From an optimization exercise on the open Yosys and OpenROAD flow, aimed at small area, a short achievable clock period and few clock cycles; shortcuts taken in it are not production practice.
In this exercise RTL edits were held to simulation tests only and were not proved equivalent to the original.
No activity file was given, so power comes from the tool's default toggle rates.

===== run.sh =====
#!/bin/bash
# synth_recipe.tcl (not shown) runs the flow's synth.tcl, then flattens the netlist and writes it again
# the make line also repeats each setting of config.mk as NAME=value (left out here)
make -C /OpenROAD-flow-scripts/flow DESIGN_CONFIG=/design/flow/config.mk WORK_HOME=/design/flow/orfs CLKGATE_MAP_FILE= SYNTH_SCRIPT=/design/flow/synth_recipe.tcl finish

===== config.mk =====
export PLATFORM = sky130hd
export DESIGN_NAME = line_edit_buffer
export DESIGN_NICKNAME = line_edit_buffer
export VERILOG_FILES = /design/flow/design.v
export SDC_FILE = /design/flow/constraint.sdc
export NUM_CORES = 4
export LEC_CHECK = 0
export CAP_MARGIN = 20
export CORE_MARGIN = 2
export CORE_UTILIZATION = 40
export SLEW_MARGIN = 20

===== constraint.sdc =====
create_clock -name core_clock -period 5.0 [get_ports {i_clk}]
set_input_delay 1.0000 -clock core_clock [delete_from_list [all_inputs] [get_ports {i_clk}]]
set_output_delay 1.0000 -clock core_clock [all_outputs]
set_load 0.01 [all_outputs]

===== design.v =====
package lineb_pkg;
    localparam int MIN_COL   = 2;
    localparam int MAX_COL   = 66;
    localparam int TAB_WIDTH = 5;
    localparam int TAB_MARGIN = 2;
    localparam int LINE_CAP  = 64;
    localparam int POS_W     = $clog2(LINE_CAP);
    localparam logic [7:0] SPACE_CHAR = 8'h20;
    localparam logic [3:0] KIND_INS   = 4'd0;
    localparam logic [3:0] KIND_BS    = 4'd1;
    localparam logic [3:0] KIND_DEL   = 4'd2;
    localparam logic [3:0] KIND_TAB   = 4'd3;
    localparam logic [3:0] KIND_LEFT  = 4'd4;
    localparam logic [3:0] KIND_RIGHT = 4'd5;
    localparam logic [3:0] KIND_HOME  = 4'd6;
    localparam logic [3:0] KIND_END   = 4'd7;
    localparam logic [3:0] KIND_ENTER = 4'd8;
    localparam logic [1:0] CELL_HOLD = 2'd0;
    localparam logic [1:0] CELL_INS  = 2'd1;
    localparam logic [1:0] CELL_DEL  = 2'd2;
    localparam logic [1:0] CELL_SHL  = 2'd3;
    typedef struct packed {
        logic [1:0]       op;
        logic [POS_W-1:0] pos;
        logic [7:0]       ch;
    } t_cell_ctl;
    typedef struct packed {
        logic        accepted;
        logic [6:0]  cursor_col;
        logic [6:0]  line_length;
        logic [15:0] line_number;
        logic        char_valid;
        logic [7:0]  char_out;
        logic        last;
    } t_res;
endpackage
module lineb_cell (
    input  logic                         i_clk,
    input  lineb_pkg::t_cell_ctl         i_ctl,
    input  logic [lineb_pkg::POS_W-1:0]  i_idx,
    input  logic [7:0]                   i_left,
    input  logic [7:0]                   i_right,
    output logic [7:0]                   o_data
);
    logic [7:0] r_data;
    logic [7:0] n_data;
    always_comb begin
        n_data = r_data;
        unique case (i_ctl.op)
            lineb_pkg::CELL_INS: begin
                if (i_idx > i_ctl.pos) begin
                    n_data = i_left;
                end else if (i_idx == i_ctl.pos) begin
                    n_data = i_ctl.ch;
                end
            end
            lineb_pkg::CELL_DEL: begin
                if (i_idx >= i_ctl.pos) begin
                    n_data = i_right;
                end
            end
            lineb_pkg::CELL_SHL: n_data = i_right;
            default:             n_data = r_data;
        endcase
    end
    always_ff @(posedge i_clk) begin
        r_data <= n_data;
    end
    assign o_data = r_data;
endmodule
module line_edit_buffer (
    input  logic               i_clk,
    input  logic               i_rst_n,
    input  logic               i_cmd_valid,
    output logic               o_cmd_ready,
    input  logic [3:0]         i_cmd_kind,
    input  logic [7:0]         i_cmd_char_in,
    output logic               o_res_valid,
    input  logic               i_res_ready,
    output logic               o_res_accepted,
    output logic [6:0]         o_res_cursor_col,
    output logic [6:0]         o_res_line_length,
    output logic [15:0]        o_res_line_number,
    output logic               o_res_char_valid,
    output logic [7:0]         o_res_char_out,
    output logic               o_res_last
);
    localparam logic [1:0] ST_IDLE  = 2'd0;
    localparam logic [1:0] ST_TAB   = 2'd1;
    localparam logic [1:0] ST_DRAIN = 2'd2;
    localparam logic [7:0] MIN_COL_8  = 8'(lineb_pkg::MIN_COL);
    localparam logic [7:0] MAX_COL_8  = 8'(lineb_pkg::MAX_COL);
    localparam logic [7:0] TAB_8      = 8'(lineb_pkg::TAB_WIDTH);
    localparam logic [7:0] CAP_8      = 8'(lineb_pkg::LINE_CAP);
    localparam logic [7:0] TAB_LIM_8  = 8'(lineb_pkg::MAX_COL - lineb_pkg::TAB_WIDTH);
    localparam logic [7:0] TAB_ROOM_8 = 8'(lineb_pkg::MAX_COL - lineb_pkg::TAB_MARGIN);
    localparam logic [6:0] MIN_COL_7  = 7'(lineb_pkg::MIN_COL);
    localparam logic [6:0] TAB_7      = 7'(lineb_pkg::TAB_WIDTH);
    localparam logic [7:0] SPACE_CHAR_W = lineb_pkg::SPACE_CHAR;
    logic [1:0]  r_state,  n_state;
    logic [6:0]  r_cursor, n_cursor;
    logic [6:0]  r_length, n_length;
    logic [15:0] r_lines,  n_lines;
    logic [6:0]  r_cnt,    n_cnt;
    lineb_pkg::t_res r_res, n_res;
    logic        r_res_valid;
    lineb_pkg::t_cell_ctl cell_ctl;
    logic [7:0]  cell_data [lineb_pkg::LINE_CAP];
    logic        out_free;
    logic        accept;
    logic        emit;
    logic        acc;
    logic        ch_valid;
    logic [7:0]  ch_out;
    logic        fin;
    logic [6:0]  pos;
    logic [7:0]  cur8;
    logic [7:0] len8;
    assign out_free    = !r_res_valid || i_res_ready;
    assign o_cmd_ready = (r_state == ST_IDLE) && out_free;
    assign accept      = i_cmd_valid && o_cmd_ready;
    assign pos  = r_cursor - MIN_COL_7;
    assign cur8 = {1'b0, r_cursor};
    assign len8 = {1'b0, r_length};
    always_comb begin
        n_state  = r_state;
        n_cursor = r_cursor;
        n_length = r_length;
        n_lines  = r_lines;
        n_cnt    = r_cnt;
        emit     = 1'b0;
        acc      = 1'b0;
        ch_valid = 1'b0;
        ch_out   = 8'd0;
        fin      = 1'b1;
        cell_ctl.op  = lineb_pkg::CELL_HOLD;
        cell_ctl.pos = pos[lineb_pkg::POS_W-1:0];
        cell_ctl.ch  = i_cmd_char_in;
        unique case (r_state)
            ST_IDLE: begin
                if (accept) begin
                    emit = 1'b1;
                    case (i_cmd_kind)
                        lineb_pkg::KIND_INS: begin
                            if (cur8 < MAX_COL_8 && len8 + MIN_COL_8 < MAX_COL_8
                                && len8 < CAP_8) begin
                                cell_ctl.op = lineb_pkg::CELL_INS;
                                n_length    = r_length + 7'd1;
                                n_cursor    = r_cursor + 7'd1;
                                acc         = 1'b1;
                            end
                        end
                        lineb_pkg::KIND_BS: begin
                            if (r_length != 7'd0 && r_cursor > MIN_COL_7) begin
                                cell_ctl.op  = lineb_pkg::CELL_DEL;
                                cell_ctl.pos = lineb_pkg::POS_W'(pos - 7'd1);
                                n_length     = r_length - 7'd1;
                                n_cursor     = r_cursor - 7'd1;
                                acc          = 1'b1;
                            end
                        end
                        lineb_pkg::KIND_DEL: begin
                            if (r_length != 7'd0 && cur8 < len8 + MIN_COL_8) begin
                                cell_ctl.op = lineb_pkg::CELL_DEL;
                                n_length    = r_length - 7'd1;
                                acc         = 1'b1;
                            end
                        end
                        lineb_pkg::KIND_TAB: begin
                            if (cur8 <= TAB_LIM_8 && len8 + TAB_8 <= TAB_ROOM_8
                                && len8 + TAB_8 <= CAP_8) begin
                                emit    = 1'b0;
                                n_state = ST_TAB;
                                n_cnt   = TAB_7;
                            end
                        end
                        lineb_pkg::KIND_LEFT: begin
                            if (r_cursor > MIN_COL_7) begin
                                n_cursor = r_cursor - 7'd1;
                                acc      = 1'b1;
                            end
                        end
                        lineb_pkg::KIND_RIGHT: begin
                            if (cur8 < len8 + MIN_COL_8) begin
                                n_cursor = r_cursor + 7'd1;
                                acc      = 1'b1;
                            end
                        end
                        lineb_pkg::KIND_HOME: begin
                            n_cursor = MIN_COL_7;
                            acc      = (r_cursor != MIN_COL_7);
                        end
                        lineb_pkg::KIND_END: begin
                            n_cursor = r_length + MIN_COL_7;
                            acc      = (r_cursor != n_cursor);
                        end
                        lineb_pkg::KIND_ENTER: begin
                            n_length = 7'd0;
                            n_cursor = MIN_COL_7;
                            n_lines  = r_lines + 16'd1;
                            acc      = 1'b1;
                            if (r_length != 7'd0) begin
                                emit    = 1'b0;
                                n_state = ST_DRAIN;
                                n_cnt   = r_length;
                            end
                        end
                        default: acc = 1'b0;
                    endcase
                end
            end
            ST_TAB: begin
                if (r_cnt != 7'd1 || out_free) begin
                    cell_ctl.op = lineb_pkg::CELL_INS;
                    cell_ctl.ch = SPACE_CHAR_W;
                    n_length    = r_length + 7'd1;
                    n_cursor    = r_cursor + 7'd1;
                    n_cnt       = r_cnt - 7'd1;
                    if (r_cnt == 7'd1) begin
                        emit    = 1'b1;
                        acc     = 1'b1;
                        n_state = ST_IDLE;
                    end
                end
            end
            ST_DRAIN: begin
                if (out_free) begin
                    cell_ctl.op = lineb_pkg::CELL_SHL;
                    emit        = 1'b1;
                    acc         = 1'b1;
                    ch_valid    = 1'b1;
                    ch_out      = cell_data[0];
                    fin         = (r_cnt == 7'd1);
                    n_cnt       = r_cnt - 7'd1;
                    if (r_cnt == 7'd1) begin
                        n_state = ST_IDLE;
                    end
                end
            end
            default: n_state = ST_IDLE;
        endcase
        n_res.accepted    = acc;
        n_res.cursor_col  = n_cursor;
        n_res.line_length = n_length;
        n_res.line_number = n_lines;
        n_res.char_valid  = ch_valid;
        n_res.char_out    = ch_out;
        n_res.last        = fin;
    end
    for (genvar g = 0; g < lineb_pkg::LINE_CAP; g++) begin : g_cell
        logic [7:0] left_d;
        logic [7:0] right_d;
        if (g == 0) begin : g_first
            assign left_d = 8'd0;
        end else begin : g_mid_l
            assign left_d = cell_data[g-1];
        end
        if (g == lineb_pkg::LINE_CAP - 1) begin : g_end
            assign right_d = 8'd0;
        end else begin : g_mid_r
            assign right_d = cell_data[g+1];
        end
        lineb_cell u_cell (
            .i_clk   (i_clk),
            .i_ctl   (cell_ctl),
            .i_idx   (lineb_pkg::POS_W'(g)),
            .i_left  (left_d),
            .i_right (right_d),
            .o_data  (cell_data[g])
        );
    end
    always_ff @(posedge i_clk) begin
        if (!i_rst_n) begin
            r_state     <= ST_IDLE;
            r_cursor    <= MIN_COL_7;
            r_length    <= 7'd0;
            r_lines     <= 16'd0;
            r_cnt       <= 7'd0;
            r_res_valid <= 1'b0;
        end else begin
            r_state  <= n_state;
            r_cursor <= n_cursor;
            r_length <= n_length;
            r_lines  <= n_lines;
            r_cnt    <= n_cnt;
            if (emit) begin
                r_res_valid <= 1'b1;
            end else if (i_res_ready) begin
                r_res_valid <= 1'b0;
            end
        end
    end
    always_ff @(posedge i_clk) begin
        if (emit) begin
            r_res <= n_res;
        end
    end
    assign o_res_valid       = r_res_valid;
    assign o_res_accepted    = r_res.accepted;
    assign o_res_cursor_col  = r_res.cursor_col;
    assign o_res_line_length = r_res.line_length;
    assign o_res_line_number = r_res.line_number;
    assign o_res_char_valid  = r_res.char_valid;
    assign o_res_char_out    = r_res.char_out;
    assign o_res_last        = r_res.last;
endmodule

==> results.txt <==
## worst max-delay path: stages, from the launching register on
cell	delay, ns
dfxtp_1	0.49
ha_1	0.21
xor2_1	0.29
inv_1	0.15
ha_1	0.34
and4b_1	0.21
a211oi_1	0.24
maj3_1	0.27
nand4_1	0.26
and2_0	0.30
o21ai_0	0.38
mux2i_4	0.15
buf_12	0.18
a21oi_1	0.75
## how the worst min path moves through the flow
stage | slack (ns) | start | depth (start not counted) | endpoint
after detailed placement | 0.47 | r_cnt[5] | 2 | r_cnt[5]
after floorplan | 0.44 | r_cnt[5] | 2 | r_cnt[5]
after global placement | 0.45 | r_cnt[5] | 2 | r_cnt[5]
final | 0.47 | r_cnt[5] | 2 | r_cnt[5]
after CTS | 0.48 | r_cnt[5] | 2 | r_cnt[5]
after global routing | 0.50 | r_cnt[5] | 2 | r_cnt[5]
## power groups by stage
stage	Clock, W	Combinational (W)	Sequential (W)
floorplan	0	0.00191	0.00622
finish	0.00495	0.00281	0.00618
global route	0.00522	0.00305	0.00621
global placement	0	0.00274	0.00627
detailed placement	0	0.00278	0.00628
CTS	0.00505	0.00279	0.00618
## cells by family (layout without fill, tap and decap cells)
family,count (synthesis),in the layout,synth area share
flops,593,593,0.527
simple gates,1022,1022,0.135
fa+ha+maj,46,46,0.0163
buf+inv,335,412,0.0431
mux,391,391,0.119
compound gates,863,863,0.149
xor+xnor,40,40,0.0108
## area by class of cell
| type | count | area (um^2) | share of cell area |
|---|---|---|---|
| Tap cell | 1070 | 1340 | 0.0356 |
| Inverter | 47 | 176 | 0.00468 |
| Clock inverter | 32 | 267 | 0.00708 |
| Multi-Input combinational cell | 2362 | 14300 | 0.379 |
| Timing Repair Buffer | 242 | 2270 | 0.0604 |
| Sequential cell | 593 | 17400 | 0.462 |
| Clock buffer | 91 | 1910 | 0.0508 |
## metrics by stage
step	setup slack (ns)	cells	total power [W]	utilization
2_1_floorplan	0.437	3290	0.00813	-
5_1_grt	0.118	4437	0.0145	0.460
3_5_place_dp	0.0102	4314	0.00906	0.433
6_report	0.366	4437	0.0139	0.460
3_3_place_gp	0.0766	4314	0.00900	0.433
4_1_cts	0.376	4437	0.0140	0.460
## flip-flops by register name, summed over array words and instances, names as in the netlist
name / flops
r_res_valid: 1
r_state: 2
g_cell.u_cell.r_data: 512
r_length: 7
r_cursor: 7
r_lines: 16
r_res: 41
r_cnt: 7
## placed cells by master (no fill, tap or decap), types with 17 or more instances in the layout
master	n
nand2_1	593
buf_12	25
buf_4	159
o21ai_0	218
nor3_1	43
xnor2_1	21
clkdlybuf4s50_1	58
nand3_1	34
a31oi_1	58
mux2i_1	389
dfxtp_1	40
a211oi_1	17
xor2_1	17
edfxtp_1	553
a21oi_1	188
inv_1	45
clkbuf_16	72
o21ai_1	258
nor2_1	210
ha_1	30
and2_1	31
## routing by layer
metal,vias to the layer above,global-route usage,part of all wire
met2,770,0.328,0.45
met3,122,0.0291,0.060
met5,-,0,0
li1,11900,-,-
met1,12000,0.312,0.47
met4,0,0.0594,0.021
==> flow_metrics.tcl <==
set metrics [dict create \
    power_density_nw_per_um2 370 \
    swShare 0.287 \
    postSynthCellCount 3290 \
    grt.total_usage 0.213 \
    setup_viol 0 \
    cts_inserted_buffers 69 \
    holdWs_ns 0.473 \
    hold_buffers 0 \
    start_util 0.403 \
    clock-skew-final_ns 0.0300 \
    post_cts_buffers 0 \
    post_cts.resized_instances 0 \
    final_cell_area_um2 37700 \
    firstDrtPassIters 6 \
    cts_max_level 3 \
    nFillCells 7757 \
    drc_errors 0 \
    min_path_type "register to register" \
    critPathCapture "g_cell[41].u_cell.r_data[2]" \
    cts-root-buf "clkbuf_16" \
    gp_congestion 0.948 \
    r2r_cells 13 \
    reg2reg_from "r_length[1]" \
    regToRegEndpoint "g_cell[41].u_cell.r_data[2]" \
    period_minus_slack_ns 4.63 \
    cp-start-kind "register" \
    outcome "no timing/DRC/antenna violations" \
    arrival_ns 4.87 \
    synth-edff-count 553 \
    vias 24900 \
    p_switching_w 0.00400 \
    worst_pin_slew_ns 1.07 \
    ys_ff_latch 593 \
    p_int_w 0.00994 \
    synth.most_common_cell "nand2_1" \
    maxCapViolCount 0 \
    path_clk_slew_ns 0.06 \
    grt_pass1_wl_mm 143 \
    synth_ff_type "edfxtp_1" \
    slew_violations 0 \
    crit_path_end_kind "register" \
    die_y_um 291 \
    hold_viol_final 0 \
    rows 105 \
    ir_worst_vdd_mv 0.245 \
    clk-insertion-delay-late_ns 0.63 \
    die_area_um2 84900 \
    grt_pass1_vias 23900 \
    syn_area_per_cell_um2 10.0 \
    ant_nets 0 \
    drive_gt1_frac 0.106 \
    dpl.hpwl_mm 62.8 \
    vias_per_cell 5.60 \
    cts_tree "done" \
    cp_data_required_time_ns 5.24 \
    ys.warnings.count 3 \
    startpoint "r_length[1]" \
    gr-total-overflow 0 \
    syn_to_final_growth_pct 14.0 \
    synth_seq_area_share 0.527 \
    grt_max_degree 136 \
    final_nets 3361 \
    dieWidth_um 291 \
    ys_top_cells_by_count "nand2_1 (593), edfxtp_1 (553), mux2i_1 (390)" \
    clk_path_buf_depth 3 \
    synth_area_um2 33000 \
    synth-async-reset-ratio 0 \
    coreArea_um2 81800 \
    power.leakage_nw 13.7 \
    reg2reg_slack_ns 0.37 \
    antennaDiodeCount 0 \
    numClockSinks 593 \
    drtIter0Drc 2423 \
    clockPowerShare 0.355 \
    synth_nets 3336 \
    relSlewSlack 0.278 \
    p_seq_frac 0.443 \
    routed_wirelength_mm 92.0 \
    combPwrFrac 0.201 \
    clock.fmax_ghz 0.216 \
    synth_area_leader_cell "edfxtp_1" \
    port_buffers 58 \
    grt_antenna_before_repair 0 \
    tns_ns 0 \
    yosys.cell_types.count 102 \
    rsz0062_at_grt "no" \
    critPathKind "register to register" \
    synth_top_area_frac 0.503 \
    synth_area_leaders "edfxtp_1 (50%), mux2i_1 (12%), nand2_1 (6.7%)" \
    wire_per_inst_um 20.7 \
    io_pins 59 \
    post-route-period-util 0.927 \
    dpl_cell_area_um2 35500 \
    worst-path-max-fanout 18 \
]
Testbench counts, summed over its fixed seeds: cycles 25,734.

what the ideal ports hide:
In the flow no input, the clock included, has a driving cell. The finished layout below was timed again as built, in two steps.
Step 1 (the two cells are an assumption about what drives the block):
set clk [get_ports {i_clk}]
set_driving_cell -lib_cell sky130_fd_sc_hd__clkbuf_16 $clk
set_driving_cell -lib_cell sky130_fd_sc_hd__buf_2 [delete_from_list [all_inputs] $clk]
Step 2 also shifts input and output timing later by t, the mid clock arrival at the registers, as if the neighbouring blocks saw the same clock.
Three values: no drivers, after step 1, after step 2; two values: the first two.
t (ns): 0.679
setup slack, ns: 0.366 / 0.366 / -0.017
pins driven straight from the clock port: 1
With both steps, setup timing fails in this run, where it was met with ideal ports. For this run, drivers alone change the setup slack by 0.000 ns; drivers and shift together by -0.383 ns.
